This is an optimization exercise on Yosys and OpenROAD, whose aim is small area and a short achievable clock period, not a production implementation. Only simulation tests tie the RTL to the original design; equivalence was not proved. No activity file was given, so power comes from the tool's default toggle rates.

==> flow/design.v (excerpt) <==
module message_extractor (
    input  logic                              clk,
    input  logic                              reset_n,
    input  logic                              in_valid,
    input  logic                              in_startofpacket,
    input  logic                              in_endofpacket,
    input  message_extractor_pkg::beat_t      in_data,
    input  message_extractor_pkg::empty_t     in_empty,
    output logic                              out_valid,
    output message_extractor_pkg::msg_data_t  out_data,
    output message_extractor_pkg::byte_mask_t out_bytemask
);
export LEC_CHECK = 0
export CAP_MARGIN = 20
export CORE_MARGIN = 2
export CORE_UTILIZATION = 30
export SLEW_MARGIN = 20
export SYNTH_HIERARCHICAL = 1
export SYNTH_MINIMUM_KEEP_SIZE = 0
create_clock -name core_clock -period 18.0 [get_ports {clk}]
standard.sh (not shown) runs the stock make flow with config.mk's settings and CLKGATE_MAP_FILE= SYNTH_SCRIPT=/design/flow/synth_recipe.tcl, a recipe that flattens the netlist after the stock synthesis.
==> flow/flow/run.sh <==
#!/bin/bash
# Standard ORFS layout, with a setup margin for repair_timing (pushes paths well
# below the 18 ns clock), buf_2 port buffers and a sparser clock tree.
set -euo pipefail
bash standard.sh "SETUP_SLACK_MARGIN=13.1" "BUFFER_PORTS_ARGS=-buffer_cell sky130_fd_sc_hd__buf_2" "CTS_ARGS=-sink_clustering_enable -repair_clock_nets -sink_clustering_size 24 -sink_clustering_max_diameter 120 -dont_use_dummy_load -buf_list {sky130_fd_sc_hd__clkbuf_8 sky130_fd_sc_hd__clkbuf_16}" finish > make_flow.log 2>&1
The baseline finished clean.
==> next run, changes <==
==> flow/flow/run.sh (replaced) <==
#!/bin/bash
# Standard ORFS layout, with a setup margin for repair_timing (pushes paths well
# below the 18 ns clock) and minimum-size port buffers.
set -euo pipefail
bash standard.sh "SETUP_SLACK_MARGIN=13" "BUFFER_PORTS_ARGS=-buffer_cell sky130_fd_sc_hd__buf_1" "CTS_ARGS=-sink_clustering_enable -repair_clock_nets -sink_clustering_size 16 -sink_clustering_max_diameter 100 -dont_use_dummy_load -buf_list {sky130_fd_sc_hd__clkbuf_8 sky130_fd_sc_hd__clkbuf_16}" finish > make_flow.log 2>&1
Result:
- die area stays the same
- maximum frequency came out lower by 0.72%
- cell area came out lower by 1.6%
- non-clock buffer count came out lower by 21
- clock skew came out higher by 0.020 ns
- combinational power barely changes
- global-route usage came out higher by 0.25 points
- clock power came out higher by 25%
- worst setup slack gets worse by 0.036 ns
- routed wire length came out lower by 0.76%
==> next run, changes <==
==> flow/flow/run.sh (replaced) <==
#!/bin/bash
# Standard ORFS layout, with a setup margin for repair_timing (pushes paths well
# below the 18 ns clock) and minimum-size port buffers.
set -euo pipefail
bash standard.sh "SETUP_SLACK_MARGIN=12.8" "BUFFER_PORTS_ARGS=-buffer_cell sky130_fd_sc_hd__buf_1" "CTS_ARGS=-sink_clustering_enable -repair_clock_nets -sink_clustering_size 24 -sink_clustering_max_diameter 120 -dont_use_dummy_load -buf_list {sky130_fd_sc_hd__clkbuf_8 sky130_fd_sc_hd__clkbuf_16}" finish > make_flow.log 2>&1
=> Wire length fell by 4.1%. Clock skew fell by 0.0075 ns. Clock-buffer cell count fell by 16. Design area fell by about 3.3%. Sequential power stays flat. Die area is unchanged. Cell count fell by 1.2%. Flip-flop and latch count is unchanged. Maximum frequency fell by about 2%.
==> next run, changes <==
==> flow/flow/run.sh (replaced) <==
#!/bin/bash
# Standard ORFS layout, with a setup margin for repair_timing (pushes paths well
# below the 18 ns clock) and minimum-size port buffers.
set -euo pipefail
bash standard.sh "SETUP_SLACK_MARGIN=13" "BUFFER_PORTS_ARGS=-buffer_cell sky130_fd_sc_hd__buf_1" "CTS_ARGS=-sink_clustering_enable -repair_clock_nets -sink_clustering_size 30 -sink_clustering_max_diameter 100 -dont_use_dummy_load -buf_list {sky130_fd_sc_hd__clkbuf_8 sky130_fd_sc_hd__clkbuf_16}" finish > make_flow.log 2>&1
Critical path depth is unchanged. Synthesized area does not change. Die area does not change. Global-route usage climbs by 0.55 points. Synthesized cell count does not change. Final area goes up by 1.5%. Setup slack gains 0.15 ns. Clock skew rises by 0.036 ns. Maximum frequency rose by 2.9%. Sequential cell count is unchanged.

message_extractor again, from the RTL that the note above started with.
==> flow/config.mk <==
export PLATFORM = sky130hd
export DESIGN_NAME = message_extractor
export DESIGN_NICKNAME = message_extractor
export VERILOG_FILES = /design/flow/design.v
export SDC_FILE = /design/flow/constraint.sdc
export NUM_CORES = 4
export LEC_CHECK = 0
export CAP_MARGIN = 20
export CORE_MARGIN = 2
export CORE_UTILIZATION = 30
export SLEW_MARGIN = 20
export SYNTH_HIERARCHICAL = 1
export SYNTH_MINIMUM_KEEP_SIZE = 0
==> flow/constraint.sdc <==
create_clock -name core_clock -period 18.0 [get_ports {clk}]
set_input_delay 3.6000 -clock core_clock [delete_from_list [all_inputs] [get_ports {clk}]]
set_output_delay 3.6000 -clock core_clock [all_outputs]
set_load 0.01 [all_outputs]
==> flow/flow/run.sh <==
#!/bin/bash
# Standard ORFS layout, with a setup margin for repair_timing (pushes paths well
# below the 18 ns clock) and minimum-size port buffers.
set -euo pipefail
bash standard.sh "SETUP_SLACK_MARGIN=13" "BUFFER_PORTS_ARGS=-buffer_cell sky130_fd_sc_hd__buf_1" "CTS_ARGS=-sink_clustering_enable -repair_clock_nets -sink_clustering_size 24 -sink_clustering_max_diameter 120 -dont_use_dummy_load -buf_list {sky130_fd_sc_hd__clkbuf_8 sky130_fd_sc_hd__clkbuf_16}" finish > make_flow.log 2>&1
Then changed:
--- a/flow/config.mk
+++ b/flow/config.mk
@@ -9,3 +9,3 @@
 export CORE_MARGIN = 2
-export CORE_UTILIZATION = 30
+export CORE_UTILIZATION = 35
 export SLEW_MARGIN = 20
Worst setup slack is worse by 0.098 ns.
Maximum frequency goes down by 1.9%.
Clock power goes down by 5.1%.
Wire length goes down by 0.83%.
Then changed:
==> flow/flow/run.sh (replaced) <==
#!/bin/bash
# Standard ORFS layout, with a setup margin for repair_timing (pushes paths well
# below the 18 ns clock), buf_2 port buffers and a sparser clock tree.
set -euo pipefail
bash standard.sh "SETUP_SLACK_MARGIN=13.2" "BUFFER_PORTS_ARGS=-buffer_cell sky130_fd_sc_hd__buf_2" "CTS_ARGS=-sink_clustering_enable -repair_clock_nets -sink_clustering_size 24 -sink_clustering_max_diameter 120 -dont_use_dummy_load -buf_list {sky130_fd_sc_hd__clkbuf_8 sky130_fd_sc_hd__clkbuf_16}" finish > make_flow.log 2>&1
--- a/flow/config.mk
+++ b/flow/config.mk
@@ -9,3 +9,3 @@
 export CORE_MARGIN = 2
-export CORE_UTILIZATION = 35
+export CORE_UTILIZATION = 30
 export SLEW_MARGIN = 20
Outcome:
- The new run passed the timing, DRC and antenna checks
- total power is higher by 3.8%
- register-to-register slack improved by 0.14 ns
- via count increases by 3.7%
- wire length rose by 11%
- non-clock buffer count grows by 105
- hold slack degrades by 0.017 ns
- flip-flop and latch count does not change
- clock-buffer cell count increases by 2

message_extractor again, from the RTL that the note above started with.
==> flow/config.mk <==
export PLATFORM = sky130hd
export DESIGN_NAME = message_extractor
export DESIGN_NICKNAME = message_extractor
export VERILOG_FILES = /design/flow/design.v
export SDC_FILE = /design/flow/constraint.sdc
export NUM_CORES = 4
export LEC_CHECK = 0
export CAP_MARGIN = 20
export CORE_MARGIN = 2
export CORE_UTILIZATION = 30
export SLEW_MARGIN = 20
export SYNTH_HIERARCHICAL = 1
export SYNTH_MINIMUM_KEEP_SIZE = 0
==> flow/constraint.sdc <==
create_clock -name core_clock -period 18.0 [get_ports {clk}]
set_input_delay 3.6000 -clock core_clock [delete_from_list [all_inputs] [get_ports {clk}]]
set_output_delay 3.6000 -clock core_clock [all_outputs]
set_load 0.01 [all_outputs]
==> flow/flow/run.sh <==
#!/bin/bash
# Standard ORFS layout, with a setup margin for repair_timing (pushes paths well
# below the 18 ns clock) and minimum-size port buffers.
set -euo pipefail
bash standard.sh "SETUP_SLACK_MARGIN=12.95" "BUFFER_PORTS_ARGS=-buffer_cell sky130_fd_sc_hd__buf_1" "CTS_ARGS=-sink_clustering_enable -repair_clock_nets -sink_clustering_size 24 -sink_clustering_max_diameter 120 -dont_use_dummy_load -buf_list {sky130_fd_sc_hd__clkbuf_8 sky130_fd_sc_hd__clkbuf_16}" finish > make_flow.log 2>&1
Change:
==> flow/flow/run.sh (replaced) <==
#!/bin/bash
# Standard ORFS layout, with a setup margin for repair_timing (pushes paths well
# below the 18 ns clock) and minimum-size port buffers.
set -euo pipefail
bash standard.sh "SETUP_SLACK_MARGIN=13.1" "BUFFER_PORTS_ARGS=-buffer_cell sky130_fd_sc_hd__buf_1" "CTS_ARGS=-sink_clustering_enable -repair_clock_nets -sink_clustering_size 24 -sink_clustering_max_diameter 120 -dont_use_dummy_load -buf_list {sky130_fd_sc_hd__clkbuf_8 sky130_fd_sc_hd__clkbuf_16}" finish > make_flow.log 2>&1
Combinational power climbs by a few percent.
Flip-flop and latch count is unchanged.
Clock skew fell by 0.027 ns.
Change:
==> flow/flow/run.sh (replaced) <==
#!/bin/bash
# Standard ORFS layout, with a setup margin for repair_timing (pushes paths well
# below the 18 ns clock), buf_1 on inputs and buf_2 on outputs.
set -euo pipefail
bash standard.sh "SETUP_SLACK_MARGIN=13.1" "BUFFER_PORTS_ARGS=-inputs -buffer_cell sky130_fd_sc_hd__buf_1" "PRE_GLOBAL_PLACE_TCL=$PWD/flow/pre_gpl.tcl" "CTS_ARGS=-sink_clustering_enable -repair_clock_nets -sink_clustering_size 24 -sink_clustering_max_diameter 120 -dont_use_dummy_load -buf_list {sky130_fd_sc_hd__clkbuf_8 sky130_fd_sc_hd__clkbuf_16}" finish > make_flow.log 2>&1
==> flow/flow/pre_gpl.tcl (new file) <==
# Output ports get a buf_2 (inputs get buf_1 from the standard port buffering)
buffer_ports -outputs -buffer_cell sky130_fd_sc_hd__buf_2
What happened: Setup slack improved by 0.080 ns. Total power came out lower by 2.0%. Via count is lower by 7.7%. Core utilization falls by 2.6 points. Register-to-register slack barely changes. Routed wire length shrinks by 6.7%. Design area is lower by 7.1%.

[afterwards: timing with drivers on the ports]
The flow's constraints put no driver on any port. The routed layouts listed below were extracted and timed again, unchanged, in two steps.
Step 1: set_driving_cell puts a clkbuf_16 on clk and a buf_2 on each other input, an assumption about the parent block.
Step 2 also shifts input and output timing later by t, the mid clock arrival at the registers, as if the neighbouring blocks saw the same clock.
Three values: ideal ports, drivers, drivers and shift; two values: the first two.
run	shift t [ns]	setup slack, ns	worst hold slack (ns)	pins driven straight from the clock port
the first run of note 1	0.661	12.983 / 12.996 / 12.335	0.424 / 0.424 / 0.424	1
the second run of note 1	0.623	12.947 / 12.958 / 12.334	0.409 / 0.409 / 0.409	1
the third run of note 1	0.667	12.841 / 12.863 / 12.196	0.389 / 0.389 / 0.389	1
the fourth run of note 1	0.673	12.989 / 13.000 / 12.327	0.408 / 0.408 / 0.408	1
the first run of note 2	0.666	12.998 / 13.038 / 12.372	0.427 / 0.427 / 0.427	1
the second run of note 2	0.645	12.900 / 12.911 / 12.267	0.445 / 0.445 / 0.445	1
the third run of note 2	0.670	12.953 / 12.969 / 12.299	0.428 / 0.428 / 0.428	1
the first run of note 3	0.656	12.971 / 12.974 / 12.318	0.394 / 0.394 / 0.394	1
the second run of note 3	0.672	12.950 / 12.956 / 12.284	0.427 / 0.427 / 0.427	1
the third run of note 3	0.668	13.029 / 13.037 / 12.369	0.445 / 0.445 / 0.445	1
After both steps every run listed still meets setup and hold. For the second run of note 3, which loses most, drivers alone change the setup slack by +0.006 ns; drivers and shift together by -0.666 ns.
